Source: an optimization exercise on an open RTL-to-GDS flow (aim: small area). Production flows keep margins and buffers that such runs may drop. The RTL was checked by simulation tests, not by an equivalence proof against the original design. Power figures rest on the tool's default switching activity, not on a simulated workload. The clock port is modelled as an ideal driver; clocking choices that lean on that would not hold on a real chip.

==> flow/design.v <==
`default_nettype none
package arm_lite_pkg;
	localparam int N_LANES = 4;  
	localparam logic [3:0] LR_IDX = 4'd14;
	localparam logic [3:0] OP_AND = 4'b0000;
	localparam logic [3:0] OP_EOR = 4'b0001;
	localparam logic [3:0] OP_SUB = 4'b0010;
	localparam logic [3:0] OP_RSB = 4'b0011;
	localparam logic [3:0] OP_ADD = 4'b0100;
	localparam logic [3:0] OP_CMP = 4'b1010;
	localparam logic [3:0] OP_ORR = 4'b1100;
	localparam logic [3:0] OP_MOV = 4'b1101;
	localparam logic [3:0] OP_BIC = 4'b1110;
	localparam logic [3:0] COND_EQ = 4'h0;
	localparam logic [3:0] COND_NE = 4'h1;
	localparam logic [3:0] COND_CS = 4'h2;
	localparam logic [3:0] COND_CC = 4'h3;
	localparam logic [3:0] COND_MI = 4'h4;
	localparam logic [3:0] COND_PL = 4'h5;
	localparam logic [3:0] COND_VS = 4'h6;
	localparam logic [3:0] COND_VC = 4'h7;
	localparam logic [3:0] COND_HI = 4'h8;
	localparam logic [3:0] COND_LS = 4'h9;
	localparam logic [3:0] COND_GE = 4'hA;
	localparam logic [3:0] COND_LT = 4'hB;
	localparam logic [3:0] COND_GT = 4'hC;
	localparam logic [3:0] COND_LE = 4'hD;
	localparam logic [3:0] COND_AL = 4'hE;
	localparam logic [1:0] CLS_DP = 2'd0;
	localparam logic [1:0] CLS_MUL = 2'd1;
	localparam logic [1:0] CLS_BR = 2'd2;
	localparam logic [1:0] CLS_UNDEF = 2'd3;
	typedef struct packed {
		logic [3:0] cond;
		logic [1:0] fmt;  
		logic imm;
		logic [3:0] opcode;
		logic s;
		logic [3:0] rn;
		logic [3:0] rd;
		logic [3:0] rot;
		logic [3:0] imm_hi;
		logic [3:0] rm;
	} dp_fmt_t;
	typedef struct packed {
		logic [3:0] cond;
		logic [5:0] fmt;  
		logic acc;
		logic s;
		logic [3:0] rd;
		logic [3:0] rn;  
		logic [3:0] rs;
		logic [3:0] tag;  
		logic [3:0] rm;
	} mul_fmt_t;
	typedef struct packed {
		logic [3:0] cond;
		logic [2:0] fmt;  
		logic link;
		logic [23:0] offset;
	} br_fmt_t;
	typedef union packed {
		dp_fmt_t dp;
		mul_fmt_t mul;
		br_fmt_t br;
	} instr_u;
endpackage
`default_nettype wire
`default_nettype none
`timescale 1ns/1ns
module prog_mem (
	input logic clk,
	input logic psel,
	input logic penable,
	input logic pwrite,
	input logic [31:0] paddr,
	input logic [31:0] pwdata,
	output logic [31:0] prdata,
	output logic pready,
	output logic pslverr,
	input logic [5:0] fetch_addr,
	output logic fetch_ok,  
	output logic [31:0] rd_data
);
	logic [1:0] q;
	logic ph;  
	logic pol_a;  
	logic pol_b;  
	logic [31:0][31:0] ma;
	logic [31:0][31:0] mb;
	logic in_range;
	logic wr_acc;
	logic wr_now;
	logic pend;
	logic [4:0] pend_ring;
	logic wen;
	logic [31:0] cap;  
	logic [4:0] wring;
	logic [31:0] wdata;
	assign in_range = (paddr[31:8] == 24'd0);
	assign pready = 1'b1;
	assign pslverr = !in_range;
	assign wr_acc = psel && penable && pwrite && in_range;
	assign wr_now = wr_acc && (paddr[2] != ph);
	assign ph = q[0];
	assign pol_a = q[1] ^ q[0];
	assign pol_b = q[1];
	always_ff @(posedge clk) begin
		q <= q + 2'd1;
		pend <= wr_acc && (paddr[2] == ph);
		pend_ring <= paddr[7:3];
	end
	assign wen = wr_now || pend;
	assign wring = pend ? pend_ring : paddr[7:3];
	assign wdata = pend ? cap : pwdata;  
	for (genvar r = 0; r < 32; r++) begin : g_ring
		logic ins;
		assign ins = wen && wring == 5'(r);
		mem_ring u_ring (
			.clk(clk),
			.ins(ins),
			.keep(!ins),
			.wd(wdata ^ {32{pol_b}}),
			.a(ma[r]),
			.b(mb[r])
		);
	end
	logic apb_port;
	logic [4:0] rring;
	logic ren;
	logic [31:0] a_word;
	logic cap_fetch;
	assign apb_port = psel && (paddr[2] == ph);
	assign rring = apb_port ? paddr[7:3] : fetch_addr[5:1];
	assign ren = !apb_port || in_range;
	logic [31:0] rsel;
	logic [31:0] a_raw;
	always_comb begin
		for (int r = 0; r < 32; r++) rsel[r] = ren && rring == 5'(r);
	end
	mem_rd u_rd (
		.sel(rsel),
		.words(ma),
		.word(a_raw)
	);
	assign a_word = a_raw ^ {32{ren && pol_a}};
	always_ff @(posedge clk) begin
		cap <= wr_acc ? pwdata : a_word;
		cap_fetch <= !apb_port && !wr_acc;
	end
	assign prdata = (paddr[2] == ph) ? a_word : cap;
	assign rd_data = (fetch_addr[0] == ph) ? a_word : cap;
	assign fetch_ok = (fetch_addr[0] == ph) ? !apb_port : cap_fetch;
endmodule
`default_nettype wire
`default_nettype none
module mem_rd (
	input logic [31:0] sel,
	input logic [31:0][31:0] words,
	output logic [31:0] word
);
	always_comb begin
		word = '0;
		for (int r = 0; r < 32; r++) begin
			word = word | ({32{sel[r]}} & words[r]);
		end
	end
endmodule
`default_nettype wire
`default_nettype none
module mem_ring (
	input logic clk,
	input logic ins,
	input logic keep,  
	input logic [31:0] wd,
	output logic [31:0] a,
	output logic [31:0] b
);
	always_ff @(posedge clk) begin
		a <= ~(({32{ins}} | b) & ({32{keep}} | wd));
		b <= a;
	end
endmodule
`default_nettype wire
`default_nettype none
`timescale 1ns/1ns
module reg_file (
	input logic clk,
	input logic clear,
	input logic [3:0] ra,
	input logic [3:0] rb,
	input logic [3:0] rc,
	input logic wr_en,
	input logic [3:0] wr_addr,
	input logic wr_bit,
	output logic a_bit,
	output logic b_bit,
	output logic c_bit
);
	logic [15:0][31:0] regs;
	logic [15:0] lsb;
	always_comb begin
		for (int i = 0; i < 16; i++) lsb[i] = regs[i][0];
	end
	always_ff @(posedge clk) begin
		for (int i = 0; i < 16; i++) begin
			regs[i] <= {(wr_en && wr_addr == 4'(i)) ? wr_bit : (lsb[i] && !clear), regs[i][31:1]};
		end
	end
	assign a_bit = lsb[ra];
	assign b_bit = lsb[rb];
	assign c_bit = lsb[rc];
endmodule
`default_nettype wire
`default_nettype none
`timescale 1ns/1ns
module mul_serial (
	input logic clk,
	input logic [4:0] step,
	input logic a,
	input logic b,
	output logic p
);
	logic first;
	logic [15:0] lt;  
	logic [15:0] eq;  
	logic [15:0] a_cp;
	logic [15:0] b_cp;
	logic [15:0] s_q;
	logic [15:0] c_q;
	logic [15:0] d_q;
	logic [15:0] s_n;
	logic [15:0] c_n;
	logic [15:0] d_n;
	assign first = (step == 5'd0);
	always_comb begin
		for (int j = 0; j < 16; j++) begin
			lt[j] = (5'(j) < step);
			eq[j] = (5'(j) == step);
		end
	end
	always_comb begin
		for (int j = 0; j < 16; j++) begin
			logic s0, c0, d0, pp1, pp2, s1;
			s0 = (j < 15) ? (s_q[j] && !first) : 1'b0;
			c0 = c_q[j] && !first;
			d0 = d_q[j] && !first;
			pp1 = a && b_cp[j] && lt[j];
			pp2 = b && ((a_cp[j] && lt[j]) || (a && eq[j]));
			s1 = s0 ^ c0 ^ d0;
			c_n[j] = (s0 && c0) || (s0 && d0) || (c0 && d0);
			s_n[j] = s1 ^ pp1 ^ pp2;
			d_n[j] = (s1 && pp1) || (s1 && pp2) || (pp1 && pp2);
		end
	end
	assign p = s_n[0];
	always_ff @(posedge clk) begin
		for (int j = 0; j < 16; j++) begin
			if (eq[j]) begin
				a_cp[j] <= a;
				b_cp[j] <= b;
			end
		end
		s_q <= {1'b0, s_n[15:1]};
		c_q <= c_n;
		d_q <= d_n;
	end
endmodule
`default_nettype wire
`default_nettype none
`timescale 1ns/1ns
import arm_lite_pkg::*;
module exec_stage (
	input logic clk,
	input logic rst,
	input logic run,
	input logic mem_ok,
	input logic [31:0] mem_word,
	output logic [5:0] fetch_addr,
	output logic retire_valid,
	output logic [3:0] retire_rd,
	output logic [31:0] retire_data,
	output logic [3:0] flags
);
	logic [4:0] step;
	logic first;
	logic last;
	logic clear;
	logic xv;  
	logic [6:0] fpc;  
	logic [31:0] ir;
	assign first = (step == 5'd0);
	assign last = (step == 5'd31);
	logic cond_ok;
	logic is_mul;
	logic is_br;
	logic is_dp;
	logic [3:0] op;
	logic op_ok;
	logic is_cmp;
	logic arith;
	logic inv_y;
	logic rsb;
	logic exec;
	logic we;
	logic [3:0] wrd;
	always_comb begin
		case (ir[31:28])
			COND_EQ: cond_ok = flags[2];
			COND_NE: cond_ok = !flags[2];
			COND_CS: cond_ok = flags[1];
			COND_CC: cond_ok = !flags[1];
			COND_MI: cond_ok = flags[3];
			COND_PL: cond_ok = !flags[3];
			COND_VS: cond_ok = flags[0];
			COND_VC: cond_ok = !flags[0];
			COND_HI: cond_ok = flags[1] && !flags[2];
			COND_LS: cond_ok = !flags[1] || flags[2];
			COND_GE: cond_ok = flags[3] == flags[0];
			COND_LT: cond_ok = flags[3] != flags[0];
			COND_GT: cond_ok = !flags[2] && (flags[3] == flags[0]);
			COND_LE: cond_ok = flags[2] || (flags[3] != flags[0]);
			COND_AL: cond_ok = 1'b1;
			default: cond_ok = 1'b0;
		endcase
	end
	assign op = ir[24:21];
	assign op_ok = (op == OP_AND) || (op == OP_EOR) || (op == OP_SUB) || (op == OP_RSB)
		|| (op == OP_ADD) || (op == OP_CMP) || (op == OP_ORR) || (op == OP_MOV) || (op == OP_BIC);
	assign is_mul = (ir[27:22] == 6'd0) && (ir[7:4] == 4'b1001);
	assign is_br = (ir[27:25] == 3'b101);
	assign is_dp = (ir[27:26] == 2'b00) && op_ok && (ir[25] || ir[11:4] == 8'd0)
		&& (op != OP_CMP || ir[20]);
	assign is_cmp = (op == OP_CMP);
	assign arith = (op == OP_SUB) || (op == OP_RSB) || (op == OP_ADD) || (op == OP_CMP);
	assign rsb = (op == OP_RSB);
	assign inv_y = (op == OP_SUB) || (op == OP_CMP) || (op == OP_RSB);
	assign exec = xv && cond_ok;
	assign we = exec && (is_mul || (is_dp && !is_cmp) || (is_br && ir[24]));
	assign wrd = is_br ? LR_IDX : (is_mul ? ir[19:16] : ir[15:12]);
	logic a_bit;  
	logic m_bit;  
	logic s_bit;  
	logic wbit;
	reg_file u_regs (
		.clk(clk),
		.clear(clear),
		.ra(is_mul ? ir[15:12] : ir[19:16]),
		.rb(ir[3:0]),
		.rc(ir[11:8]),
		.wr_en(we),
		.wr_addr(wrd),
		.wr_bit(wbit),
		.a_bit(a_bit),
		.b_bit(m_bit),
		.c_bit(s_bit)
	);
	logic [4:0] imm_pos;
	logic imm_bit;
	logic op2;
	assign imm_pos = {step[4:1] + ir[11:8], step[0]};
	assign imm_bit = (imm_pos[4:3] == 2'b00) && ir[imm_pos[2:0]];
	assign op2 = ir[25] ? imm_bit : m_bit;
	logic mul_bit;
	mul_serial u_mul (
		.clk(clk),
		.step(step),
		.a(m_bit),
		.b(s_bit),
		.p(mul_bit)
	);
	logic cy;
	logic x;
	logic y;
	logic ci;
	logic sum;
	logic co;
	logic lres;
	logic [31:0] link_word;
	assign x = is_mul ? (ir[21] && a_bit) : (rsb ? op2 : a_bit);
	assign y = is_mul ? mul_bit : (inv_y ^ (rsb ? a_bit : op2));
	assign ci = first ? (!is_mul && inv_y) : cy;
	assign sum = x ^ y ^ ci;
	assign co = (x && y) || (x && ci) || (y && ci);
	always_comb begin
		case (op)
			OP_AND: lres = a_bit && op2;
			OP_EOR: lres = a_bit ^ op2;
			OP_ORR: lres = a_bit || op2;
			OP_MOV: lres = op2;
			default: lres = a_bit && !op2;  
		endcase
	end
	assign link_word = {23'd0, fpc, 2'b00};  
	assign wbit = is_br ? link_word[step] : ((is_mul || arith) ? sum : lres);
	logic nz;
	logic nz_cur;
	assign nz_cur = nz && !first;
	always_ff @(posedge clk) begin
		cy <= co;
		nz <= nz_cur || wbit;
		retire_data <= {wbit, retire_data[31:1]};
	end
	logic [7:0] tsum;
	logic t_in;
	logic [6:0] target;
	logic taken;
	logic fetch;
	assign tsum = {1'b0, fpc} + 8'd1 + {1'b0, ir[6:0]};
	assign t_in = ((ir[23:7] == 17'd0) && (tsum[7:6] == 2'b00))
		|| ((ir[23:7] == 17'h1ffff) && (tsum[7:6] == 2'b10));
	assign target = t_in ? {1'b0, tsum[5:0]} : 7'h40;
	assign taken = exec && is_br;
	assign fetch_addr = fpc[5:0];
	assign fetch = run && !fpc[6] && mem_ok;
	always_ff @(posedge clk) begin
		if (rst) begin
			step <= 5'd0;
			clear <= 1'b1;
			xv <= 1'b0;
			fpc <= 7'd0;
			flags <= 4'd0;
			retire_valid <= 1'b0;
		end else begin
			step <= step + 5'd1;
			retire_valid <= last && we;
			if (step == 5'd16 && taken) fpc <= target;
			if (last) begin
				clear <= 1'b0;
				xv <= fetch;
				if (fetch) fpc <= fpc + 7'd1;
				if (exec && ir[20] && (is_dp || is_mul)) begin
					flags[3] <= wbit;
					flags[2] <= !(nz_cur || wbit);
					if (is_dp) begin
						if (arith) begin
							flags[1] <= co;
							flags[0] <= ci ^ co;
						end else if (ir[25] && ir[11:8] != 4'd0) begin
							flags[1] <= op2;
						end
					end
				end
			end
		end
	end
	always_ff @(posedge clk) begin
		if (last) begin
			retire_rd <= wrd;
			if (fetch) ir <= mem_word;
		end
	end
endmodule
`default_nettype wire
`default_nettype none
`timescale 1ns/1ns
module core_top #(
	parameter int PROG_DEPTH = 64
) (
	input logic clk,
	input logic rst,
	input logic run,
	input logic psel,
	input logic penable,
	input logic pwrite,
	input logic [31:0] paddr,
	input logic [31:0] pwdata,
	output logic [31:0] prdata,
	output logic pready,
	output logic pslverr,
	output logic retire_valid,
	output logic [3:0] retire_rd,
	output logic [31:0] retire_data,
	output logic [3:0] flags
);
	logic [5:0] fetch_addr;
	logic mem_ok;
	logic [31:0] mem_word;
	prog_mem u_prog_mem (
		.clk(clk),
		.psel(psel),
		.penable(penable),
		.pwrite(pwrite),
		.paddr(paddr),
		.pwdata(pwdata),
		.prdata(prdata),
		.pready(pready),
		.pslverr(pslverr),
		.fetch_addr(fetch_addr),
		.fetch_ok(mem_ok),
		.rd_data(mem_word)
	);
	exec_stage u_exec (
		.clk(clk),
		.rst(rst),
		.run(run),
		.mem_ok(mem_ok),
		.mem_word(mem_word),
		.fetch_addr(fetch_addr),
		.retire_valid(retire_valid),
		.retire_rd(retire_rd),
		.retire_data(retire_data),
		.flags(flags)
	);
endmodule
`default_nettype wire
==> flow/flow/run.sh <==
#!/bin/bash
set -euo pipefail
export CTS_ARGS="-sink_clustering_enable -repair_clock_nets -sink_clustering_size 30 -sink_clustering_max_diameter 70 -dont_use_dummy_load"
bash standard.sh finish > flow.log 2>&1
==> flow/standard.sh <==
#!/bin/bash
# synth_recipe.tcl (not shown) runs the flow's synth.tcl, then flattens the netlist and writes it again
# the make line also repeats each setting of config.mk as NAME=value (left out here)
make -C /OpenROAD-flow-scripts/flow DESIGN_CONFIG=/design/flow/config.mk WORK_HOME=/design/flow/orfs CLKGATE_MAP_FILE= SYNTH_SCRIPT=/design/flow/synth_recipe.tcl "${@:-finish}"
==> flow/config.mk <==
export PLATFORM = sky130hd
export DESIGN_NAME = core_top
export DESIGN_NICKNAME = core_top
export VERILOG_FILES = /design/flow/design.v
export SDC_FILE = /design/flow/constraint.sdc
export NUM_CORES = 4
export LEC_CHECK = 0
export CAP_MARGIN = 10
export CORE_MARGIN = 2
export CORE_UTILIZATION = 65
export CTS_CLUSTER_DIAMETER = 70
export CTS_CLUSTER_SIZE = 30
export SLEW_MARGIN = 10
export SYNTH_HIERARCHICAL = 1
==> flow/constraint.sdc <==
create_clock -name core_clock -period 10.0 [get_ports {clk}]
set_input_delay 2.0000 -clock core_clock [delete_from_list [all_inputs] [get_ports {clk}]]
set_output_delay 2.0000 -clock core_clock [all_outputs]
set_load 0.01 [all_outputs]
==> run_results.csv, run 1 <==
group,metric,value,unit
status,status,"timing/DRC/antenna clean",
min_path,min_from,"u_exec.u_regs.regs[310]",
floorplan,num_rows,126,
clock_tree,cts_resized,0,
place,gp_congestion,0.943,
global_route,grt_use_total,34.3,%
route,wl_per_cell,28.4,um
yosys,synthArstFlopShare,0,%
critical_path,worstReg2RegEnd,"u_exec.u_regs.regs[287]",
route,via_per_inst,6.54,
min_path,hp-class,"reg -> reg",
yosys,ys.flop_type,"dfxtp_1",
power,power,17.1,mW
critical_path,r2r_start,"u_exec.ir[8]",
yosys,yosys_warnings,12,
critical_path,cp-end-kind,"output port",
yosys,syn_avg_cell_area,13.1,um^2
cells_and_area,utilization,70.5,%
route,wl,214000,um
place,place_ws,0.612,ns
timing,skew,0.0964,ns
critical_path,rrSetupSlack,4.39,ns
cells_and_area,layout.nets,6124,
route,final_antenna_net_count,0,
place,dp_hpwl,124000,um
yosys,ys_seq_elements,2769,
clock_tree,cts_buffers,117,
timing,finalCritPeriodShare,95.6,%
clock_tree,clock-sinks,2769,
timing,fin_hold_ws,0.270,ns
yosys,ys_seq_area_share,72.2,%
min_path,min_path_cells,0,
floorplan,fp.dieW,350,um
floorplan,dieArea,122000,um^2
critical_path,crit_start,"paddr[2]",
cells_and_area,stdcell_area,83300,um^2
clock_tree,cts_tree,"yes",
yosys,syn_inst,5943,
flow_run,max_cap_viol_count,0,
critical_path,r2r_cells,16,
place,dp.cells,7421,
cells_and_area,layout-drive-gt1-share,7.88,%
clock_tree,root_buffer,"clkbuf_16",
timing,tightest_slew,1.19,ns
yosys,synth_nets,6063,
cells_and_area,fill_cells,8461,
route,vias,49300,
floorplan,initial_core_util,65.7,%
global_route,grt_max_degree,67,
timing,setup_violations,0,
yosys,synth_cell_types,96,
min_path,hold_end,"u_exec.u_regs.regs[309]",
timing,fmax,0.105,GHz
cells_and_area,final_cells,7541,
floorplan,die_y,350,um
clock_tree,clk_pin_slew_worst_paths,0.10,ns
power,ir_drop,0.000161,V
timing,drv_slew,0,
timing,timing.setup.tns,0,ns
place,place_area,80400,um^2
power,power.density,206,nW/um^2
critical_path,criticalPathCategory,"in -> out",
place,io_buffers,141,
timing,fin_ws,0.441,ns
global_route,antenna_found_initial,25,
timing,period_needed,9.56,ns
critical_path,arrival,7.56,ns
clock_tree,cts_setup_buffers,0,
cells_and_area,area_delta_synth_final,7.26,%
critical_path,start_kind,"input pin",
critical_path,crit_path_max_fanout,32,
timing,max_slew_margin,20.1,%
route,drt_iter0_drc,5169,
global_route,grt_pass1_wl,314000,um
global_route,grt_pass1_vias,48100,
floorplan,boundaryPins,145,
clock_tree,h-tree-depth,3,
timing,rsz0062_at_grt,"no",
yosys,synth-edff-count,68,
critical_path,cp.required,8.00,ns
yosys,syn_area,77700,um^2
floorplan,placeableCoreArea,118000,um^2
route,drcViolationCount,0,
clock_tree,clock_path_buffers,3,
route,dr.pass1.iters,7,
clock_tree,clk_latency,0.77,ns
clock_tree,cts_hold_buffers,0,
power,p_leak,31.5,nW
global_route,overflow,0,
timing,finalHoldViolCount,0,
==> cell families (layout without fill, tap and decap cells) <==
family / count (synthesis) / count (layout) / share of synthesized area (%)
adders and majority gates: 50 / 50 / 1.13
DFF: 2769 / 2769 / 72.2
and+or+nand+nor: 708 / 708 / 4.97
other: 1 / 4 / 0.00483
buffers and inverters: 412 / 471 / 3.45
muxes: 87 / 87 / 1.44
xor gates and xnor gates: 116 / 116 / 1.31
AOI/OAI and AO/OA: 1800 / 1800 / 15.5
==> Yosys stat by module, one instance, submodules excluded, a selection <==
| module | times used | flip-flops and latches | cells | area, um^2 |
|---|---|---|---|---|
| prog_mem | 1 | 41 | 650 | 4430 |
| exec_stage | 1 | 89 | 372 | 4130 |
| reg_file | 1 | 512 | 592 | 11100 |
| mem_ring | 32 | 64 | 102 | 1530 |
| mem_rd | 1 | 0 | 768 | 5380 |
| mul_serial | 1 | 79 | 297 | 3700 |
==> worst max path at each step <==
stage | end | slack (ns)
3_5_place_dp | prdata[25] | 0.61
4_1_cts | prdata[25] | 0.57
6_report | prdata[19] | 0.44
5_1_grt | prdata[25] | 0.30
3_3_place_gp | prdata[25] | 0.64
2_1_floorplan | prdata[10] | 3.29
==> where the power goes <==
part           internal (mW)  leakage (nW)  switching [mW]
logic                  0.235          7.15           0.417
clock network           2.09          1.44            3.18
registers               11.2          22.9          0.0450
total                   13.5          31.5            3.64
==> layout make-up <==
type                    instances  area [um^2]  share of cell area [%]
diodes                          3         7.51                 0.00901
clock buffers                 117         2930                    3.51
inverters                      33          124                   0.149
multi-input cells            2762        19500                    23.4
flip-flops and latches       2769        56100                    67.3
well taps                    1536         1920                    2.31
repair buffers                321         2760                    3.31
==> synthesized netlist by cell type, drive strengths merged (36+ instances only) <==
cell type	number	area, um^2
buf	285	2200
nor2	138	521
mux2i	51	510
edfxtp	68	2040
and2	51	320
xnor2	105	920
o22ai	1029	6450
o21ai	86	457
nand2	147	554
a22oi	514	3860
nand3	37	185
nor3	37	216
nand4	136	857
clkbuf	94	354
dfxtp	2701	54100
a21oi	65	325
a211oi	36	270
==> state kept, by name, summed over array words and instances (netlist names), 2 cells and up <==
register / flops
u_exec.u_regs.regs: 512
u_exec.ir: 32
u_prog_mem.q: 2
u_exec.u_mul.d_q: 16
u_prog_mem.cap: 32
u_exec.retire_rd: 4
u_prog_mem.g_ring.u_ring.a: 1024
u_prog_mem.pend_ring: 5
u_prog_mem.g_ring.u_ring.b: 1024
u_exec.step: 5
u_exec.u_mul.b_cp: 16
u_exec.retire_data: 32
u_exec.u_mul.c_q: 16
u_exec.u_mul.s_q: 15
u_exec.flags: 4
u_exec.u_mul.a_cp: 16
u_exec.fpc: 7
==> worst max-delay path, cell delays in order <==
cell	delay [ns]
clkdlybuf4s50_1	0.57
xor2_4	0.25
nor2_1	0.91
nor3b_1	0.11
a21oi_1	0.27
buf_4	0.25
nor4_2	0.06
buf_4	0.32
a22oi_1	0.26
nand4_1	0.51
or4_1	0.82
xnor2_1	0.22
o21ai_0	0.36
clkdlybuf4s50_1	0.62
==> metal layers <==
metal | vias up | routed length (um) | track usage, % | share of wire [%]
met5 | - | 138 | 0 | 0.064
met2 | 2225 | 94000 | 52.6 | 44
met1 | 24700 | 89800 | 47.1 | 42
li1 | 21900 | - | - | -
met4 | 20 | 10900 | 15.2 | 5.1
met3 | 415 | 19600 | 7.19 | 9.1
==> placed cells by master, fill, tap and decap left out, drive strengths merged, types with 33 or more instances in the layout <==
cell type | synthesis | routed
dfxtp | 2701 | 2701
o22ai | 1029 | 1029
a22oi | 514 | 514
buf | 285 | 180
nand2 | 147 | 147
clkdlybuf4s50 | 0 | 141
nor2 | 138 | 138
nand4 | 136 | 136
clkbuf | 94 | 117
xnor2 | 105 | 105
o21ai | 86 | 86
edfxtp | 68 | 68
a21oi | 65 | 65
and2 | 51 | 51
mux2i | 51 | 51
nand3 | 37 | 37
nor3 | 37 | 37
a211oi | 36 | 36
or4 | 34 | 34
fa | 34 | 34
inv | 33 | 33
==> run 2, diff against run 1 <==
--- a/flow/config.mk
+++ b/flow/config.mk
@@ -9,3 +9,3 @@
 export CORE_MARGIN = 2
-export CORE_UTILIZATION = 65
+export CORE_UTILIZATION = 75
 export CTS_CLUSTER_DIAMETER = 70
==> run_results.csv, run 2 <==
group,metric,value,unit
status,status,"timing/DRC/antenna clean",
flow_run,max_cap_viol_count,0,
timing,finalCritPeriodShare,95.3,%
place,io_buffers,141,
min_path,hold_end,"u_prog_mem.g_ring[13].u_ring.b[7]",
critical_path,criticalPathCategory,"in -> out",
yosys,synth_top_cell_by_area,"dfxtp_1",
critical_path,rrSetupSlack,4.23,ns
yosys,syn_area,77700,um^2
power,power.density,205,nW/um^2
yosys,synth.most_common_cell,"dfxtp_1",
yosys,syn_inst,5943,
yosys,synth_top_area_share,69.6,%
clock_tree,cts_buffers,110,
yosys,synthTopCellsByArea,"dfxtp_1, o22ai_1, a22oi_1",
power,ir_drop,0.000274,V
yosys,ys_seq_area_share,72.2,%
cells_and_area,final_cell_mix,"dfxtp_1, o22ai_1, a22oi_1, buf_4, clkdlybuf4s50_1",
place,dp_hpwl,124000,um
timing,finalHoldViolCount,0,
cells_and_area,register_area,56100,um^2
clock_tree,root_buffer,"clkbuf_16",
cells_and_area,area_delta_synth_final,6.60,%
timing,period_needed,9.53,ns
clock_tree,cts_hold_buffers,0,
timing,rsz0062_at_grt,"no",
timing,setup_violations,0,
place,place_area,80100,um^2
global_route,antenna_found_initial,21,
global_route,grt_pass1_vias,49900,
floorplan,fp.dieW,326,um
yosys,synth-edff-count,68,
cells_and_area,stdcell_area,82800,um^2
route,via_per_inst,6.86,
floorplan,boundaryPins,145,
cells_and_area,layout-drive-gt1-share,7.65,%
floorplan,die_y,326,um
min_path,min_path_cells,0,
route,drt_iter0_drc,6115,
clock_tree,cts_resized,0,
clock_tree,cts_tree,"yes",
power,p_leak,31.3,nW
route,wl_per_cell,29.4,um
yosys,yosys_warnings,12,
place,dp.cells,7233,
critical_path,max_stage_delay,0.85,ns
floorplan,initial_core_util,75.3,%
timing,timing.setup.tns,0,ns
critical_path,worst_path_max_delay_cell,"or4_1",
clock_tree,clk_latency,0.77,ns
cells_and_area,multi_input_area,19600,um^2
yosys,synthArstFlopShare,0,%
clock_tree,h-tree-depth,3,
clock_tree,clock-sinks,2769,
critical_path,crit_path_max_fanout,32,
timing,max_slew_margin,23.0,%
critical_path,arrival,7.53,ns
yosys,synth_common_cells,"dfxtp_1, o22ai_1, a22oi_1, buf_2, nand2_1",
cells_and_area,layout_commonest_cell,"dfxtp_1",
critical_path,cp-end-kind,"output port",
global_route,grt_use_total,39.7,%
route,vias,50400,
route,drcViolationCount,0,
timing,fmax,0.105,GHz
timing,skew,0.114,ns
critical_path,path_cells,"clkdlybuf4s50_1 -> xnor2_1 -> nand2_1 -> and3_1 -> a41oi_1 -> buf_4 -> nor3_2 -> buf_4 -> a22oi_1 -> nand4_1 -> or4_1 -> xnor2_1 -> o21ai_0 -> clkdlybuf4s50_1",
global_route,grt_max_degree,67,
floorplan,dieArea,106000,um^2
global_route,overflow,0,
critical_path,cp.required,8.00,ns
critical_path,start_kind,"input pin",
critical_path,r2r_cells,17,
power,power,17.0,mW
clock_tree,cts_setup_buffers,0,
critical_path,worstReg2RegEnd,"u_exec.u_regs.regs[223]",
yosys,synth_nets,6063,
yosys,synth_cell_types,96,
min_path,hp-class,"reg -> reg",
critical_path,r2r_start,"u_exec.ir[22]",
yosys,ys.flop_type,"dfxtp_1",
place,gp_congestion,0.973,
cells_and_area,final_cells,7348,
min_path,min_from,"u_prog_mem.g_ring[13].u_ring.a[7]",
route,dr.pass1.iters,7,
yosys,syn_avg_cell_area,13.1,um^2
timing,tightest_slew,1.15,ns
yosys,ys_seq_elements,2769,
floorplan,placeableCoreArea,103000,um^2
cells_and_area,reg_top3,"u_prog_mem.g_ring.u_ring.a (1024), u_prog_mem.g_ring.u_ring.b (1024), u_exec.u_regs.regs (512)",
global_route,grt_pass1_wl,317000,um
floorplan,num_rows,118,
cells_and_area,layout.nets,6085,
route,final_antenna_net_count,0,
cells_and_area,fill_cells,5925,
timing,drv_slew,0,
clock_tree,clk_pin_slew_worst_paths,0.09,ns
route,wl,216000,um
clock_tree,clock_path_buffers,3,
==> run 2: changes by cell type in the layout (fill, tap and decap cells not counted) <==
cell       change
buf_12         +2
o21ai_1        -1
o21ai_4        +1
o21ai_2        -1
nand2_2       +22
clkbuf_16      -7
nor3_2         -1
o21ai_0        +1
diode_2        +2
nor3_4         +1
buf_4         -34
nand2_1       -22
==> run 2: worst max-delay path: cells and delay by family <==
kind | cells | cell delay (ns)
simple gates | 5 | 2.08
buf+inv | 4 | 1.75
compound gates | 3 | 0.95
xor+xnor | 2 | 0.72
==> run 2: how the worst max path moves through the flow <==
stage                     startpoint          to  slack, ns
final                       paddr[2]  prdata[31]       0.47
after global routing        paddr[2]  prdata[31]       0.40
after CTS                   paddr[2]  prdata[21]       0.75
after detailed placement    paddr[2]  prdata[21]       0.83
after global placement      paddr[9]  prdata[21]       0.88
after floorplan             paddr[2]  prdata[10]       3.29
==> run 2: power breakdown <==
group | switching, mW | internal, mW
sequential | 0.0454 | 11.2
clock | 3.17 | 1.97
combinational | 0.419 | 0.229
==> run 2: routing by layer <==
| metal | share of wire, % | wire length, um | global-route usage, % | up-vias |
|---|---|---|---|---|
| li1 | - | - | - | 21900 |
| met1 | 38 | 81600 | 51.4 | 25000 |
| met2 | 44 | 95800 | 60.4 | 2963 |
| met3 | 11 | 24200 | 10.7 | 607 |
| met4 | 6.6 | 14300 | 23.3 | 20 |
| met5 | 0.063 | 137 | 0 | - |
==> run 2: area by class of cell <==
type / instances / share of cell area (%)
Multi-Input combinational cell: 2762 / 23.6
Clock buffer: 110 / 3.32
Sequential cell: 2769 / 67.7
Tap cell: 1380 / 2.08
Antenna cell: 5 / 0.0151
Inverter: 33 / 0.150
Timing Repair Buffer: 289 / 3.08
==> run 2: logic make-up (layout without fill, tap and decap cells) <==
group | after synthesis | in the layout | synth area share, %
and+or+nand+nor | 708 | 708 | 4.97
buffers and inverters | 412 | 432 | 3.45
xor gates and xnor gates | 116 | 116 | 1.31
other | 1 | 6 | 0.00483
DFF | 2769 | 2769 | 72.2
adders and majority gates | 50 | 50 | 1.13
AOI/OAI and AO/OA | 1800 | 1800 | 15.5
muxes | 87 | 87 | 1.44
==> run 2: modules after synthesis, one instance, submodules excluded, excerpt <==
module,cell area [um^2],cells,flip-flops and latches,copies in the design
reg_file,11100,592,512,1
mem_rd,5380,768,0,1
prog_mem,4430,650,41,1
exec_stage,4130,372,89,1
mul_serial,3700,297,79,1
mem_ring,1530,102,64,32
==> run 2: through the flow <==
| step | util, % | worst slack (ns) | hold WS, ns |
|---|---|---|---|
| 2_1_floorplan | - | 3.29 | 0.310 |
| 3_3_place_gp | 77.6 | 0.877 | 0.310 |
| 3_5_place_dp | 77.6 | 0.825 | 0.312 |
| 4_1_cts | 80.3 | 0.754 | 0.239 |
| 5_1_grt | 80.3 | 0.404 | 0.242 |
| 6_report | 80.3 | 0.471 | 0.251 |
==> run 3, diff against run 2 <==
==> flow/flow/run.sh (replaced) <==
#!/bin/bash
set -euo pipefail
export CTS_ARGS="-sink_clustering_enable -repair_clock_nets -sink_clustering_size 30 -sink_clustering_max_diameter 70 -dont_use_dummy_load"
export BUFFER_PORTS_ARGS="-buffer_cell sky130_fd_sc_hd__buf_1"
bash standard.sh finish > flow.log 2>&1
==> run_results.csv, run 3 <==
group,metric,value,unit
timing,setup_violations,0,
yosys,synth_nets,6063,
yosys,syn_avg_cell_area,13.1,um^2
critical_path,cp-end-kind,"output port",
global_route,overflow,0,
timing,finalCritPeriodShare,91.8,%
clock_tree,clock-sinks,2769,
power,p_leak,31.0,nW
critical_path,crit_family,"simple AND/OR/NAND/NOR gates",
timing,rsz0062_at_grt,"no",
global_route,grt_use_total,39.3,%
power,p_seq_share,66.2,%
route,drcViolationCount,0,
power,power.switching,3.60,mW
global_route,grt_pass1_vias,49900,
yosys,ys_seq_elements,2769,
min_path,min_from,"u_prog_mem.g_ring[6].u_ring.a[10]",
route,wl_met3,22000,um
route,vias,50200,
place,gp_congestion,0.990,
route,final_antenna_net_count,0,
min_path,hp-class,"reg -> reg",
cells_and_area,reg_top3,"u_prog_mem.g_ring.u_ring.a (1024), u_prog_mem.g_ring.u_ring.b (1024), u_exec.u_regs.regs (512)",
timing,finalHoldViolCount,0,
yosys,synth_top_cell_by_area,"dfxtp_1",
route,via_per_inst,6.82,
power,p_clk_share,30.3,%
floorplan,placeableCoreArea,103000,um^2
global_route,grt_pass1_wl,315000,um
timing,period_needed,9.18,ns
floorplan,boundaryPins,145,
place,io_buffers,141,
power,p_comb_share,3.5,%
cells_and_area,layout-drive-gt1-share,7.46,%
timing,fmax,0.109,GHz
clock_tree,clk_pin_slew_worst_paths,0.10,ns
cells_and_area,layout_commonest_cell,"dfxtp_1",
cells_and_area,layout.nets,6087,
timing,tightest_slew,1.38,ns
power,swShare,21.3,%
timing,drv_slew,0,
critical_path,worst_path_max_delay_cell,"nor3_2",
route,routed.top_layer,"met5",
critical_path,max_stage_delay,1.12,ns
route,wl,214000,um
power,power,17.0,mW
yosys,ys_seq_area_share,72.2,%
yosys,synth-edff-count,68,
global_route,antenna_found_initial,22,
flow_run,max_cap_viol_count,0,
power,ir_drop,0.000206,V
floorplan,fp.dieW,326,um
cells_and_area,area_delta_synth_final,5.43,%
critical_path,crit_start,"paddr[2]",
route,wl_met1,83500,um
yosys,synth_cell_types,96,
yosys,synthArstFlopShare,0,%
critical_path,arrival,7.18,ns
floorplan,dieArea,106000,um^2
status,status,"timing/DRC/antenna clean",
timing,skew,0.101,ns
cells_and_area,final_cell_mix,"dfxtp_1, o22ai_1, a22oi_1, buf_4, buf_1",
clock_tree,cts_resized,0,
floorplan,num_rows,118,
route,met2_length,94300,um
yosys,synth.most_common_cell,"dfxtp_1",
clock_tree,cts_setup_buffers,0,
critical_path,cp.required,8.00,ns
critical_path,criticalPathCategory,"in -> out",
power,power.density,207,nW/um^2
yosys,synth_common_cells,"dfxtp_1, o22ai_1, a22oi_1, buf_2, nand2_1",
critical_path,crit_path_max_fanout,21,
clock_tree,h-tree-depth,3,
clock_tree,cts_tree,"yes",
global_route,grt_max_degree,67,
critical_path,crit_buf_inv,4,
route,wl_per_cell,29.1,um
clock_tree,clk_latency,0.76,ns
clock_tree,root_buffer,"clkbuf_16",
yosys,syn_area,77700,um^2
critical_path,r2r_start,"u_exec.ir[8]",
timing,max_slew_margin,7.46,%
timing,timing.setup.tns,0,ns
critical_path,path_cells,"buf_1 -> xnor2_1 -> nand2_1 -> mux2i_2 -> buf_4 -> nor3_2 -> buf_4 -> a22oi_1 -> nand4_1 -> or4_1 -> xnor2_1 -> o21ai_0 -> buf_1",
clock_tree,clock_path_buffers,3,
yosys,synthTopCellsByArea,"dfxtp_1, o22ai_1, a22oi_1",
critical_path,start_kind,"input pin",
yosys,synth_top_area_share,69.6,%
clock_tree,cts_hold_buffers,0,
route,dr.pass1.iters,11,
yosys,ys.flop_type,"dfxtp_1",
place,dp_hpwl,122000,um
power,p_int,13.4,mW
yosys,yosys_warnings,12,
route,drt_iter0_drc,5423,
clock_tree,cts_buffers,111,
floorplan,die_y,326,um
floorplan,initial_core_util,75.3,%
yosys,syn_inst,5943,
[run 3: cell counts after synthesis]
No cell type changed its count.
[run 3: area by class of cell]
| cell class | instances | area (um^2) |
|---|---|---|
| inverters | 33 | 124 |
| repair buffers | 290 | 1650 |
| fillers | 6108 | 21300 |
| clock buffers | 111 | 2780 |
| flip-flops and latches | 2769 | 56100 |
| diodes | 6 | 15.0 |
| well taps | 1380 | 1730 |
| multi-input cells | 2762 | 19500 |
[run 3: final timing paths]
path | to | depth (start not counted) | slack [ns]
worst max register to register | u_exec.u_regs.regs[287] | 16 | 4.35
worst min register to register | u_prog_mem.g_ring[6].u_ring.b[10] | 0 | 0.30
worst max-delay path | prdata[17] | 13 | 0.82
worst min-delay path | u_prog_mem.g_ring[6].u_ring.b[10] | 0 | 0.30
[run 3: through the flow]
stage | util [%] | cell area, um^2 | hold WS, ns | instances | worst slack, ns
floorplan | - | 77700 | 0.310 | 5943 | 3.29
global placement | 76.7 | 79100 | 0.310 | 7234 | 1.28
CTS | 79.4 | 81900 | 0.290 | 7345 | 1.19
finish | 79.4 | 81900 | 0.301 | 7351 | 0.825
global route | 79.4 | 81900 | 0.300 | 7345 | 0.926
detailed placement | 76.7 | 79100 | 0.312 | 7234 | 1.22
[run 3: layer usage]
layer | global-route usage [%] | vias up
met5 | 0 | -
met4 | 23.4 | 24
met3 | 9.41 | 620
met2 | 59.6 | 2810
met1 | 51.9 | 24900
li1 | - | 21900
[run 3: power groups by stage]
stage	combinational, mW	clock [mW]	sequential (mW)
after floorplan	0.319	0	11.5
after global placement	0.559	0	11.5
after detailed placement	0.571	0	11.5
after CTS	0.575	5.13	11.2
after global routing	0.620	5.50	11.2
final	0.599	5.13	11.2
[run 3: cell families (layout without fill, tap and decap cells)]
| logic type | count (synthesis) | after routing | synth area share (%) |
|---|---|---|---|
| mux | 87 | 87 | 1.44 |
| buf+inv | 412 | 434 | 3.45 |
| flops | 2769 | 2769 | 72.2 |
| fa+ha+maj | 50 | 50 | 1.13 |
| simple gates | 708 | 708 | 4.97 |
| compound gates | 1800 | 1800 | 15.5 |
| xor+xnor | 116 | 116 | 1.31 |
| other cells | 1 | 7 | 0.00483 |
[run 3: modules after synthesis (local to each module, per instance), a selection]
module | area, um^2 | cells inside | copies in the design | flip-flops and latches
reg_file | 11100 | 592 | 1 | 512
mem_rd | 5380 | 768 | 1 | 0
prog_mem | 4430 | 650 | 1 | 41
exec_stage | 4130 | 372 | 1 | 89
mul_serial | 3700 | 297 | 1 | 79
mem_ring | 1530 | 102 | 32 | 64
[run 3: worst register-to-register path, stage by stage (launching register included)]
cell	delay, ns
edfxtp_1	0.65
mux4_1	0.64
mux2i_1	0.28
mux2i_1	0.13
buf_4	0.24
inv_1	0.45
a21oi_1	0.15
fa_1	0.53
nor2_1	0.14
a31oi_1	0.09
fa_1	0.56
a21oi_1	0.05
a2111oi_0	0.45
a32oi_1	0.21
and2b_1	0.26
inv_1	0.47
mux2_2	0.35
==> run 4, diff against run 3 <==
--- a/flow/design.v
+++ b/flow/design.v
@@ -224,17 +224,13 @@
 	logic first;
-	logic [15:0] lt;  
-	logic [15:0] eq;  
-	logic [15:0] a_cp;
-	logic [15:0] b_cp;
-	logic [15:0] s_q;
-	logic [15:0] c_q;
-	logic [15:0] d_q;
-	logic [15:0] s_n;
-	logic [15:0] c_n;
-	logic [15:0] d_n;
+	logic [30:0] a_cp;  
+	logic [30:0] bsh;  
+	logic b0;  
+	logic [5:0] carry;
+	logic [31:0] term;
+	logic [6:0] total;
 	assign first = (step == 5'd0);
 	always_comb begin
-		for (int j = 0; j < 16; j++) begin
-			lt[j] = (5'(j) < step);
-			eq[j] = (5'(j) == step);
+		term[0] = a && (first ? b : b0);
+		for (int i = 0; i < 31; i++) begin
+			term[i + 1] = (5'(i) < step) && a_cp[i] && (i == 0 ? b : bsh[i - 1]);
 		end
@@ -242,26 +238,13 @@
 	always_comb begin
-		for (int j = 0; j < 16; j++) begin
-			logic s0, c0, d0, pp1, pp2, s1;
-			s0 = (j < 15) ? (s_q[j] && !first) : 1'b0;
-			c0 = c_q[j] && !first;
-			d0 = d_q[j] && !first;
-			pp1 = a && b_cp[j] && lt[j];
-			pp2 = b && ((a_cp[j] && lt[j]) || (a && eq[j]));
-			s1 = s0 ^ c0 ^ d0;
-			c_n[j] = (s0 && c0) || (s0 && d0) || (c0 && d0);
-			s_n[j] = s1 ^ pp1 ^ pp2;
-			d_n[j] = (s1 && pp1) || (s1 && pp2) || (pp1 && pp2);
-		end
+		total = {1'b0, first ? 6'd0 : carry};
+		for (int i = 0; i < 32; i++) total = total + 7'(term[i]);
 	end
-	assign p = s_n[0];
+	assign p = total[0];
 	always_ff @(posedge clk) begin
-		for (int j = 0; j < 16; j++) begin
-			if (eq[j]) begin
-				a_cp[j] <= a;
-				b_cp[j] <= b;
-			end
+		for (int i = 0; i < 31; i++) begin
+			if (step == 5'(i)) a_cp[i] <= a;
 		end
-		s_q <= {1'b0, s_n[15:1]};
-		c_q <= c_n;
-		d_q <= d_n;
+		if (first) b0 <= b;
+		bsh <= {bsh[29:0], b};
+		carry <= total[6:1];
 	end
==> flow/flow/run.sh (replaced) <==
#!/bin/bash
set -euo pipefail
export CTS_ARGS="-sink_clustering_enable -repair_clock_nets -sink_clustering_size 30 -sink_clustering_max_diameter 70 -dont_use_dummy_load"
bash standard.sh finish > flow.log 2>&1
==> run_results.csv, run 4 <==
group,metric,value,unit
cells_and_area,layout-drive-gt1-share,7.29,%
clock_tree,root_buffer,"clkbuf_16",
timing,fmax,0.103,GHz
place,place_ws,0.653,ns
yosys,synth-edff-count,67,
cells_and_area,fill_cells,5927,
route,wl_per_cell,30.4,um
yosys,yosys_warnings,12,
cells_and_area,layout.nets,6127,
global_route,grt_pass1_vias,50800,
floorplan,initial_core_util,75.8,%
yosys,ys_seq_area_share,72.2,%
timing,setup_violations,0,
floorplan,dieArea,106000,um^2
yosys,syn_avg_cell_area,13.0,um^2
global_route,antenna_found_initial,39,
timing,drv_slew,0,
clock_tree,cts_setup_buffers,0,
clock_tree,clk_pin_slew_worst_paths,0.10,ns
clock_tree,cts_buffers,108,
route,final_antenna_net_count,0,
clock_tree,clock-sinks,2758,
place,gp_congestion,0.986,
critical_path,arrival,7.74,ns
route,vias,51500,
place,io_buffers,141,
clock_tree,cts_resized,0,
cells_and_area,reg_top3,"u_prog_mem.g_ring.u_ring.a (1024), u_prog_mem.g_ring.u_ring.b (1024), u_exec.u_regs.regs (512)",
clock_tree,clock_path_buffers,3,
timing,skew,0.113,ns
global_route,overflow,0,
critical_path,r2r_cells,23,
route,dr.pass1.iters,6,
yosys,synthTopCellsByArea,"dfxtp_1, o22ai_1, a22oi_1",
timing,fin_ws,0.257,ns
place,dp_hpwl,132000,um
clock_tree,h-tree-depth,3,
yosys,ys_seq_elements,2758,
critical_path,crit_path_max_fanout,32,
cells_and_area,final_cell_mix,"dfxtp_1, o22ai_1, a22oi_1, nand2_1, buf_4",
timing,finalCritPeriodShare,97.4,%
yosys,synth.most_common_cell,"dfxtp_1",
clock_tree,cts_tree,"yes",
floorplan,num_rows,117,
yosys,synth_top_cell_by_area,"dfxtp_1",
cells_and_area,final_cells,7371,
floorplan,die_y,325,um
cells_and_area,utilization,80.9,%
flow_run,max_cap_viol_count,0,
global_route,grt_pass1_wl,326000,um
critical_path,cp.required,8.00,ns
min_path,hp-class,"reg -> reg",
timing,rsz0062_at_grt,"no",
timing,tightest_slew,1.34,ns
yosys,synth_top_area_share,69.6,%
yosys,syn_inst,5955,
global_route,grt_use_total,41.2,%
critical_path,criticalPathCategory,"in -> out",
route,via_per_inst,6.99,
min_path,min_path_cells,0,
floorplan,boundaryPins,145,
route,wl,224000,um
timing,finalHoldViolCount,0,
yosys,synth_nets,6083,
yosys,ys.flop_type,"dfxtp_1",
timing,period_needed,9.74,ns
yosys,syn_area,77400,um^2
clock_tree,cts_hold_buffers,0,
clock_tree,clk_latency,0.76,ns
floorplan,placeableCoreArea,102000,um^2
route,drcViolationCount,0,
critical_path,start_kind,"input pin",
power,power.density,205,nW/um^2
place,dp.cells,7257,
yosys,synthArstFlopShare,0,%
floorplan,fp.dieW,325,um
yosys,synth_cell_types,93,
timing,max_slew_margin,9.99,%
cells_and_area,area_delta_synth_final,6.72,%
timing,timing.setup.tns,0,ns
power,p_leak,31.3,nW
yosys,synth_common_cells,"dfxtp_1, o22ai_1, a22oi_1, nand2_1, buf_2",
power,ir_drop,0.000228,V
status,status,"timing/DRC/antenna clean",
cells_and_area,layout_commonest_cell,"dfxtp_1",
route,drt_iter0_drc,6746,
critical_path,cp-end-kind,"output port",
global_route,grt_max_degree,67,
## run 4: cell types whose count changed after synthesis, moves of 6 or more
| cell | change |
|---|---|
| o21ai_0 | +8 |
| nand2_1 | +34 |
| ha_1 | +13 |
| nor2_1 | +6 |
| nor3_1 | +9 |
| nand3_1 | -7 |
| dfxtp_1 | -10 |
| inv_1 | +16 |
| clkbuf_1 | -6 |
| and2_1 | -41 |
## run 4: path summary, 6_finish.rpt
kind	from	endpoint	slack (ns)
worst min-delay path	u_prog_mem.g_ring[10].u_ring.a[28]	u_prog_mem.g_ring[10].u_ring.b[28]	0.27
worst min register to register	u_prog_mem.g_ring[10].u_ring.a[28]	u_prog_mem.g_ring[10].u_ring.b[28]	0.27
worst max register to register	u_exec.ir[0]	u_exec.u_regs.regs[511]	1.98
worst max-delay path	paddr[2]	prdata[23]	0.26
## run 4: layout make-up
class	instances	area, um^2	area share, %
Antenna cell	6	15.0	0.0182
Tap cell	1368	1710	2.07
Multi-Input combinational cell	2777	19400	23.5
Timing Repair Buffer	304	2660	3.22
Inverter	50	188	0.227
Sequential cell	2758	55900	67.7
Clock buffer	108	2700	3.27
## run 4: critical path, stage by stage
cell and delay [ns]:
clkdlybuf4s50_1 0.69, xnor2_1 0.55, nand2_1 0.31, a31oi_1 0.63, buf_4 0.28, nor4_2 0.05
buf_4 0.34, a22oi_1 0.26, nand4_1 0.44, or4_1 0.87, xnor2_1 0.21, o21ai_0 0.44
clkdlybuf4s50_1 0.64
## run 4: per-module statistics from Yosys, one instance, submodules excluded, a selection
module	flops+latches	cells	times used	cell area, um^2
reg_file	512	592	1	11100
mem_rd	0	768	1	5380
prog_mem	41	650	1	4430
exec_stage	89	385	1	4110
mul_serial	68	296	1	3400
mem_ring	64	102	32	1530
## run 4: cells by family after synthesis
family | count (synthesis) | share of synthesized area, %
DFF | 2758 | 72.2
other | 1 | 0.00485
buffers and inverters | 420 | 3.47
adders and majority gates | 58 | 1.22
and+or+nand+nor | 709 | 4.83
AOI/OAI and AO/OA | 1813 | 15.6
muxes | 81 | 1.33
xor gates and xnor gates | 115 | 1.30
## run 4: through the flow
stage	power [mW]	hold WS (ns)	cell area, um^2
4_1_cts	16.8	0.273	82600
2_1_floorplan	11.7	0.310	77400
6_report	16.9	0.271	82600
3_3_place_gp	12.0	0.309	79900
3_5_place_dp	12.0	0.312	79900
5_1_grt	17.3	0.278	82600
## run 4: report_power, final
group          total (mW)  internal [mW]  switching [mW]
sequential           11.2           11.1          0.0531
clock                5.08           1.94            3.14
combinational       0.629          0.231           0.398
total                16.9           13.3            3.59
## run 4: metal layers
layer	wire length [um]	vias up	global-route usage, %
met3	27100	770	12.0
li1	-	22000	-
met5	306	-	0
met1	85300	25400	54.5
met2	96600	3351	60.9
met4	14700	48	23.9
==> run 5, diff against run 4 <==
==> flow/run.sh (new file) <==
#!/bin/bash
# synth_recipe.tcl (not shown) runs the flow's synth.tcl, then flattens the netlist and writes it again
# the make line also repeats each setting of config.mk as NAME=value (left out here)
make -C /OpenROAD-flow-scripts/flow DESIGN_CONFIG=/design/flow/config.mk WORK_HOME=/design/flow/orfs CLKGATE_MAP_FILE= SYNTH_SCRIPT=/design/flow/synth_recipe.tcl finish
--- a/flow/config.mk
+++ b/flow/config.mk
@@ -9,3 +9,3 @@
 export CORE_MARGIN = 2
-export CORE_UTILIZATION = 75
+export CORE_UTILIZATION = 65
 export CTS_CLUSTER_DIAMETER = 70
removed: flow/flow/run.sh
removed: flow/standard.sh
==> run_results.csv, run 5 <==
group,metric,value,unit
status,status,"timing/DRC/antenna clean",
timing,period_needed,9.82,ns
route,final_antenna_net_count,0,
timing,setup_violations,0,
place,gp_congestion,0.950,
route,via_per_inst,6.55,
power,p_int,13.9,mW
yosys,synthArstFlopShare,0,%
critical_path,rrSetupSlack,1.74,ns
critical_path,criticalPathCategory,"in -> out",
timing,timing.setup.tns,0,ns
clock_tree,clock-sinks,2758,
cells_and_area,layout_commonest_cell,"dfxtp_1",
floorplan,num_rows,126,
critical_path,cp_common_cell,"nand2_1",
timing,drv_slew,0,
cells_and_area,layout.nets,6166,
timing,tightest_slew,1.42,ns
yosys,synthTopCellsByArea,"dfxtp_1, o22ai_1, a22oi_1",
critical_path,cp.required,8.00,ns
place,dp_hpwl,131000,um
global_route,antenna_found_initial,12,
critical_path,crit_family,"simple AND/OR/NAND/NOR gates",
yosys,ys_seq_area_share,72.2,%
critical_path,start_kind,"input pin",
critical_path,r2r_cells,23,
place,io_buffers,141,
yosys,synth.most_common_cell,"dfxtp_1",
cells_and_area,utilization,71.3,%
yosys,synth_top_cell_by_area,"dfxtp_1",
floorplan,boundaryPins,145,
clock_tree,cts_hold_buffers,0,
clock_tree,clk_latency,0.76,ns
route,dr.pass1.iters,6,
clock_tree,clk_pin_slew_worst_paths,0.11,ns
flow_run,max_cap_viol_count,0,
yosys,syn_area,77400,um^2
critical_path,cp-end-kind,"output port",
floorplan,die_y,349,um
yosys,syn_inst,5955,
route,wl,220000,um
global_route,grt_max_degree,67,
critical_path,worst_path_max_delay_cell,"nor4_2",
route,drt_iter0_drc,5732,
power,swShare,22.1,%
timing,finalCritPeriodShare,98.2,%
power,power.density,211,nW/um^2
power,p_clk_share,33.5,%
yosys,ys_seq_elements,2758,
yosys,ys.flop_type,"dfxtp_1",
timing,max_slew_margin,4.59,%
floorplan,dieArea,122000,um^2
cells_and_area,reg_top3,"u_prog_mem.g_ring.u_ring.a (1024), u_prog_mem.g_ring.u_ring.b (1024), u_exec.u_regs.regs (512)",
yosys,synth_top_area_share,69.6,%
yosys,synth-edff-count,67,
route,vias,50100,
floorplan,fp.dieW,349,um
critical_path,worstReg2RegEnd,"u_exec.u_regs.regs[223]",
clock_tree,cts_tree,"yes",
timing,rsz0062_at_grt,"no",
min_path,min_from,"u_exec.u_regs.regs[424]",
timing,skew,0.0419,ns
yosys,synth_common_cells,"dfxtp_1, o22ai_1, a22oi_1, nand2_1, buf_2",
power,ir_drop,0.000199,V
clock_tree,h-tree-depth,3,
clock_tree,cts_buffers,116,
yosys,yosys_warnings,12,
critical_path,arrival,7.82,ns
cells_and_area,area_delta_synth_final,8.79,%
critical_path,crit_path_max_fanout,13,
floorplan,initial_core_util,65.5,%
global_route,grt_pass1_vias,48600,
min_path,min_path_cells,0,
yosys,synth_cell_types,93,
global_route,overflow,0,
power,power.switching,3.93,mW
clock_tree,cts_setup_buffers,0,
route,wl_per_cell,28.8,um
global_route,grt_use_total,35.5,%
global_route,grt_pass1_wl,322000,um
critical_path,path_cells,"clkdlybuf4s50_1 -> xnor2_1 -> nand2_1 -> nand2_1 -> nand2_1 -> nor4_2 -> buf_4 -> a22oi_1 -> nand4_1 -> or4_1 -> xnor2_1 -> o21ai_0 -> clkdlybuf4s50_1",
min_path,hp-class,"reg -> reg",
route,drcViolationCount,0,
critical_path,max_stage_delay,1.24,ns
power,p_comb_share,3.7,%
critical_path,crit_buf_inv,3,
timing,fmax,0.102,GHz
timing,finalHoldViolCount,0,
yosys,synth_nets,6083,
cells_and_area,layout-drive-gt1-share,8.79,%
floorplan,placeableCoreArea,118000,um^2
power,p_leak,32.0,nW
min_path,hold_end,"u_exec.u_regs.regs[423]",
clock_tree,cts_resized,0,
critical_path,r2r_start,"u_exec.ir[8]",
clock_tree,clock_path_buffers,3,
power,p_seq_share,62.8,%
cells_and_area,final_cell_mix,"dfxtp_1, o22ai_1, a22oi_1, buf_4, nand2_1",
clock_tree,root_buffer,"clkbuf_16",
yosys,syn_avg_cell_area,13.0,um^2
## run 5: through the flow
step,instance area [um^2],std cells,hold slack (ns),setup WS (ns),power [mW]
after floorplan,77400,5955,0.310,2.75,11.7
after global placement,80300,7454,0.310,0.575,12.1
after detailed placement,80300,7454,0.312,0.510,12.1
after CTS,84200,7644,0.323,0.469,17.8
after global routing,84200,7647,0.328,0.191,18.3
final,84200,7650,0.311,0.181,17.8
## run 5: cell families after synthesis
family          count (synthesis)  share of synthesized area (%)
xor+xnor                      115                           1.30
simple gates                  709                           4.83
buf+inv                       420                           3.47
mux                            81                           1.33
compound gates               1813                           15.6
flops                        2758                           72.2
other cells                     1                        0.00485
fa+ha+maj                      58                           1.22
## run 5: cell type report
cell class	instances	area [um^2]
antenna	4	10.0
fill	8253	33900
clock inverter	58	766
timing repair buffer	335	2920
sequential	2758	55900
inverter	50	188
multi-input combinational	2777	19400
clock buffer	132	3100
tap	1536	1920
## run 5: per-layer routing
layer,track usage (%),wire (um)
met1,49.4,92200
met2,52.4,94500
met3,8.34,22000
met4,17.4,11700
met5,0,50
## run 5: per-module statistics from Yosys (local to each module, per instance), a selection
module	area, um^2	flops+latches	cells inside
exec_stage	4110	89	385
reg_file	11100	512	592
prog_mem	4430	41	650
mul_serial	3400	68	296
mem_ring	1530	64	102
mem_rd	5380	0	768
## run 5: worst max-delay path by stage
stage,start,end,slack (ns),cells after the start
3_5_place_dp,paddr[2],prdata[12],0.51,15
5_1_grt,paddr[2],prdata[12],0.19,15
6_report,paddr[2],prdata[22],0.18,13
4_1_cts,paddr[2],prdata[12],0.47,15
2_1_floorplan,u_exec.ir[0],u_exec.u_regs.regs[191],2.75,23
3_3_place_gp,paddr[2],prdata[12],0.57,15
## run 5: power by group through the flow
| stage | logic [mW] | clock network [mW] | registers, mW |
|---|---|---|---|
| after floorplan | 0.309 | 0 | 11.4 |
| after global placement | 0.626 | 0 | 11.4 |
| after detailed placement | 0.633 | 0 | 11.4 |
| after CTS | 0.636 | 5.98 | 11.2 |
| after global routing | 0.679 | 6.40 | 11.2 |
| final | 0.658 | 5.95 | 11.2 |
==> run 6, diff against run 5 <==
--- a/flow/design.v
+++ b/flow/design.v
@@ -237,5 +237,14 @@
 	end
+	logic [15:0][1:0] c1;
+	logic [7:0][2:0] c2;
+	logic [3:0][3:0] c3;
+	logic [1:0][4:0] c4;
+	logic [5:0] c5;
 	always_comb begin
-		total = {1'b0, first ? 6'd0 : carry};
-		for (int i = 0; i < 32; i++) total = total + 7'(term[i]);
+		for (int i = 0; i < 16; i++) c1[i] = 2'(term[2 * i]) + 2'(term[2 * i + 1]);
+		for (int i = 0; i < 8; i++) c2[i] = 3'(c1[2 * i]) + 3'(c1[2 * i + 1]);
+		for (int i = 0; i < 4; i++) c3[i] = 4'(c2[2 * i]) + 4'(c2[2 * i + 1]);
+		for (int i = 0; i < 2; i++) c4[i] = 5'(c3[2 * i]) + 5'(c3[2 * i + 1]);
+		c5 = 6'(c4[0]) + 6'(c4[1]);
+		total = 7'(c5) + 7'(first ? 6'd0 : carry);
 	end
==> flow/flow/run.sh (new file) <==
#!/bin/bash
set -euo pipefail
export CTS_ARGS="-sink_clustering_enable -repair_clock_nets -sink_clustering_size 30 -sink_clustering_max_diameter 70 -dont_use_dummy_load"
bash standard.sh finish > flow.log 2>&1
==> flow/standard.sh (new file) <==
#!/bin/bash
# synth_recipe.tcl (not shown) runs the flow's synth.tcl, then flattens the netlist and writes it again
# the make line also repeats each setting of config.mk as NAME=value (left out here)
make -C /OpenROAD-flow-scripts/flow DESIGN_CONFIG=/design/flow/config.mk WORK_HOME=/design/flow/orfs CLKGATE_MAP_FILE= SYNTH_SCRIPT=/design/flow/synth_recipe.tcl "${@:-finish}"
--- a/flow/config.mk
+++ b/flow/config.mk
@@ -9,3 +9,3 @@
 export CORE_MARGIN = 2
-export CORE_UTILIZATION = 65
+export CORE_UTILIZATION = 75
 export CTS_CLUSTER_DIAMETER = 70
removed: flow/run.sh
==> run_results.csv, run 6 <==
group,metric,value,unit
status,status,"timing/DRC/antenna clean",
cells_and_area,utilization,80.7,%
cells_and_area,register_area,55900,um^2
clock_tree,cts_buffers,106,
yosys,yosys_warnings,12,
place,dp_hpwl,129000,um
route,drt_iter0_drc,6416,
yosys,synth_common_cells,"dfxtp_1, o22ai_1, a22oi_1, nand2_1, buf_2",
timing,fin_hold_ws,0.298,ns
critical_path,cp_common_cell,"clkdlybuf4s50_1",
global_route,overflow,0,
cells_and_area,layout.nets,6103,
cells_and_area,final_cell_mix,"dfxtp_1, o22ai_1, a22oi_1, nand2_1, buf_4",
route,final_antenna_net_count,0,
clock_tree,cts_resized,0,
timing,setup_violations,0,
floorplan,die_y,325,um
clock_tree,h-tree-depth,3,
yosys,synthTopCellsByArea,"dfxtp_1, o22ai_1, a22oi_1",
cells_and_area,stdcell_area,82400,um^2
timing,max_slew_margin,11.2,%
floorplan,dieArea,106000,um^2
yosys,ys_seq_elements,2758,
critical_path,rrSetupSlack,1.55,ns
timing,fmax,0.105,GHz
critical_path,r2r_cells,22,
yosys,syn_inst,5953,
critical_path,worstReg2RegEnd,"u_exec.u_regs.regs[63]",
clock_tree,root_buffer,"clkbuf_16",
yosys,synth_nets,6081,
clock_tree,clk_pin_slew_worst_paths,0.11,ns
global_route,grt_use_total,40.7,%
yosys,synthArstFlopShare,0,%
floorplan,fp.dieW,325,um
timing,tightest_slew,1.32,ns
critical_path,worst_path_max_delay_cell,"nor3_2",
clock_tree,cts_setup_buffers,0,
clock_tree,clk_latency,0.77,ns
min_path,hold_end,"u_exec.u_regs.regs[314]",
timing,timing.setup.tns,0,ns
critical_path,cp-end-kind,"output port",
power,p_leak,31.2,nW
min_path,min_path_cells,0,
global_route,grt_pass1_wl,321000,um
critical_path,r2r_start,"u_exec.ir[8]",
critical_path,crit_family,"simple AND/OR/NAND/NOR gates",
floorplan,initial_core_util,75.8,%
flow_run,max_cap_viol_count,0,
floorplan,boundaryPins,145,
critical_path,crit_buf_inv,3,
route,wl,221000,um
critical_path,path_cells,"clkdlybuf4s50_1 -> nor4_1 -> nand4_2 -> nor2_1 -> a31oi_1 -> nor3_2 -> buf_4 -> a22oi_1 -> nand4_1 -> or4_1 -> xnor2_1 -> o21ai_0 -> clkdlybuf4s50_1",
cells_and_area,area_delta_synth_final,6.48,%
route,wl_per_cell,30.1,um
place,place_area,79700,um^2
timing,rsz0062_at_grt,"no",
timing,finalCritPeriodShare,95.0,%
clock_tree,clock-sinks,2758,
min_path,min_from,"u_exec.u_regs.regs[315]",
place,io_buffers,141,
cells_and_area,layout-drive-gt1-share,6.96,%
clock_tree,cts_tree,"yes",
yosys,syn_area,77300,um^2
critical_path,arrival,7.50,ns
cells_and_area,multi_input_area,19400,um^2
min_path,hp-class,"reg -> reg",
clock_tree,cts_hold_buffers,0,
cells_and_area,fill_cells,5855,
yosys,synth_cell_types,92,
route,dr.pass1.iters,6,
timing,skew,0.0868,ns
global_route,grt_max_degree,67,
route,via_per_inst,6.93,
power,ir_drop,0.000176,V
power,power.density,204,nW/um^2
critical_path,max_stage_delay,1.04,ns
yosys,ys.flop_type,"dfxtp_1",
critical_path,cp.required,8.00,ns
route,drcViolationCount,0,
timing,finalHoldViolCount,0,
yosys,ys_seq_area_share,72.3,%
yosys,syn_avg_cell_area,13.0,um^2
clock_tree,clock_path_buffers,3,
timing,period_needed,9.50,ns
critical_path,crit_path_max_fanout,21,
floorplan,num_rows,117,
floorplan,placeableCoreArea,102000,um^2
yosys,synth.most_common_cell,"dfxtp_1",
global_route,antenna_found_initial,32,
yosys,synth-edff-count,67,
cells_and_area,layout_commonest_cell,"dfxtp_1",
critical_path,criticalPathCategory,"in -> out",
global_route,grt_pass1_vias,50400,
route,vias,50900,
timing,drv_slew,0,
yosys,synth_top_area_share,69.6,%
critical_path,start_kind,"input pin",
place,gp_congestion,0.952,
cells_and_area,reg_top3,"u_prog_mem.g_ring.u_ring.a (1024), u_prog_mem.g_ring.u_ring.b (1024), u_exec.u_regs.regs (512)",
yosys,synth_top_cell_by_area,"dfxtp_1",
-- run 6: modules after synthesis (local to each module, per instance), a selection --
module,flops+latches,copies in the design
exec_stage,89,1
mem_ring,64,32
mul_serial,68,1
reg_file,512,1
mem_rd,0,1
prog_mem,41,1
-- run 6: per-layer routing --
metal  vias to the layer above  GRT usage (%)  part of all wire, %
li1                      21900              -                    -
met2                      3125           61.1                   44
met4                        24           23.3                  6.5
met3                       676           12.2                   12
met1                     25200           52.6                   38
met5                         -              0                0.073
-- run 6: worst max path at each step --
stage                       startpoint                 endpoint  slack (ns)  depth (start not counted)
after floorplan           u_exec.ir[0]  u_exec.u_regs.regs[191]        2.79                         21
after global placement       paddr[21]                prdata[0]        0.73                         13
after detailed placement     paddr[20]               prdata[31]        0.79                         13
after CTS                    paddr[21]               prdata[31]        0.79                         13
after global routing         paddr[20]               prdata[10]        0.45                         13
final                        paddr[21]               prdata[10]        0.50                         13
-- run 6: metrics by stage --
step,cells,power (mW),setup slack [ns]
final,7350,16.8,0.497
after global routing,7343,17.2,0.453
after CTS,7341,16.8,0.792
after detailed placement,7235,12.0,0.789
after global placement,7235,12.0,0.725
after floorplan,5953,11.7,2.79
-- run 6: layout make-up --
type / count / share of cell area [%]
flip-flops and latches: 2758 / 67.9
clock buffers: 106 / 3.22
inverters: 52 / 0.237
well taps: 1368 / 2.08
repair buffers: 287 / 3.04
multi-input cells: 2770 / 23.5
diodes: 9 / 0.0273
-- run 6: power breakdown --
group,internal (mW),switching [mW]
clock,1.91,3.11
sequential,11.1,0.0461
combinational,0.228,0.414
total,13.3,3.57
-- run 6: kinds of logic after synthesis --
logic type / count (synthesis) / synth area share (%)
xor gates and xnor gates: 116 / 1.31
and+or+nand+nor: 702 / 4.79
other: 1 / 0.00485
muxes: 81 / 1.33
DFF: 2758 / 72.3
AOI/OAI and AO/OA: 1812 / 15.6
buffers and inverters: 425 / 3.47
adders and majority gates: 58 / 1.22

## what the ideal ports hide
The results above use ideal ports. As a check the final layouts listed here were re-extracted and re-timed, cells and wires unchanged.
Step 1, drivers: a clkbuf_16 drives clk and a buf_2 each remaining input, both assumed.
Step 2 adds t to the input delays and takes it off the output delays; t is the mean of the earliest and latest rising clock arrival at the registers after step 1. Input paths then give back, and output paths get back, about the clock's delay inside the block.
Three values: no drivers, after step 1, after step 2; two values: the first two.
run | t, ns | slack for setup (ns) | hold WS [ns] | clock arrival spread, ns | worst slew at a driven data input, ns
run 1 | 0.795 | 0.441 / 0.417 / 0.417 | 0.270 / 0.270 / 0.270 | 0.103 / 0.103 | 0.13
run 2 | 0.788 | 0.471 / 0.442 / 0.442 | 0.251 / 0.251 / 0.251 | 0.119 / 0.119 | 0.13
run 3 | 0.777 | 0.825 / 0.801 / 0.801 | 0.301 / 0.301 / 0.301 | 0.111 / 0.112 | 0.12
run 4 | 0.783 | 0.257 / 0.228 / 0.228 | 0.271 / 0.271 / 0.271 | 0.114 / 0.114 | 0.15
run 5 | 0.831 | 0.181 / 0.151 / 0.151 | 0.311 / 0.311 / 0.311 | 0.044 / 0.045 | 0.18
run 6 | 0.799 | 0.497 / 0.473 / 0.473 | 0.298 / 0.298 / 0.298 | 0.090 / 0.089 | 0.10
After both steps setup and hold are still met in every run listed. The setup slack of run 5, which loses most, moves by -0.030 ns with the drivers and by -0.030 ns with both steps.
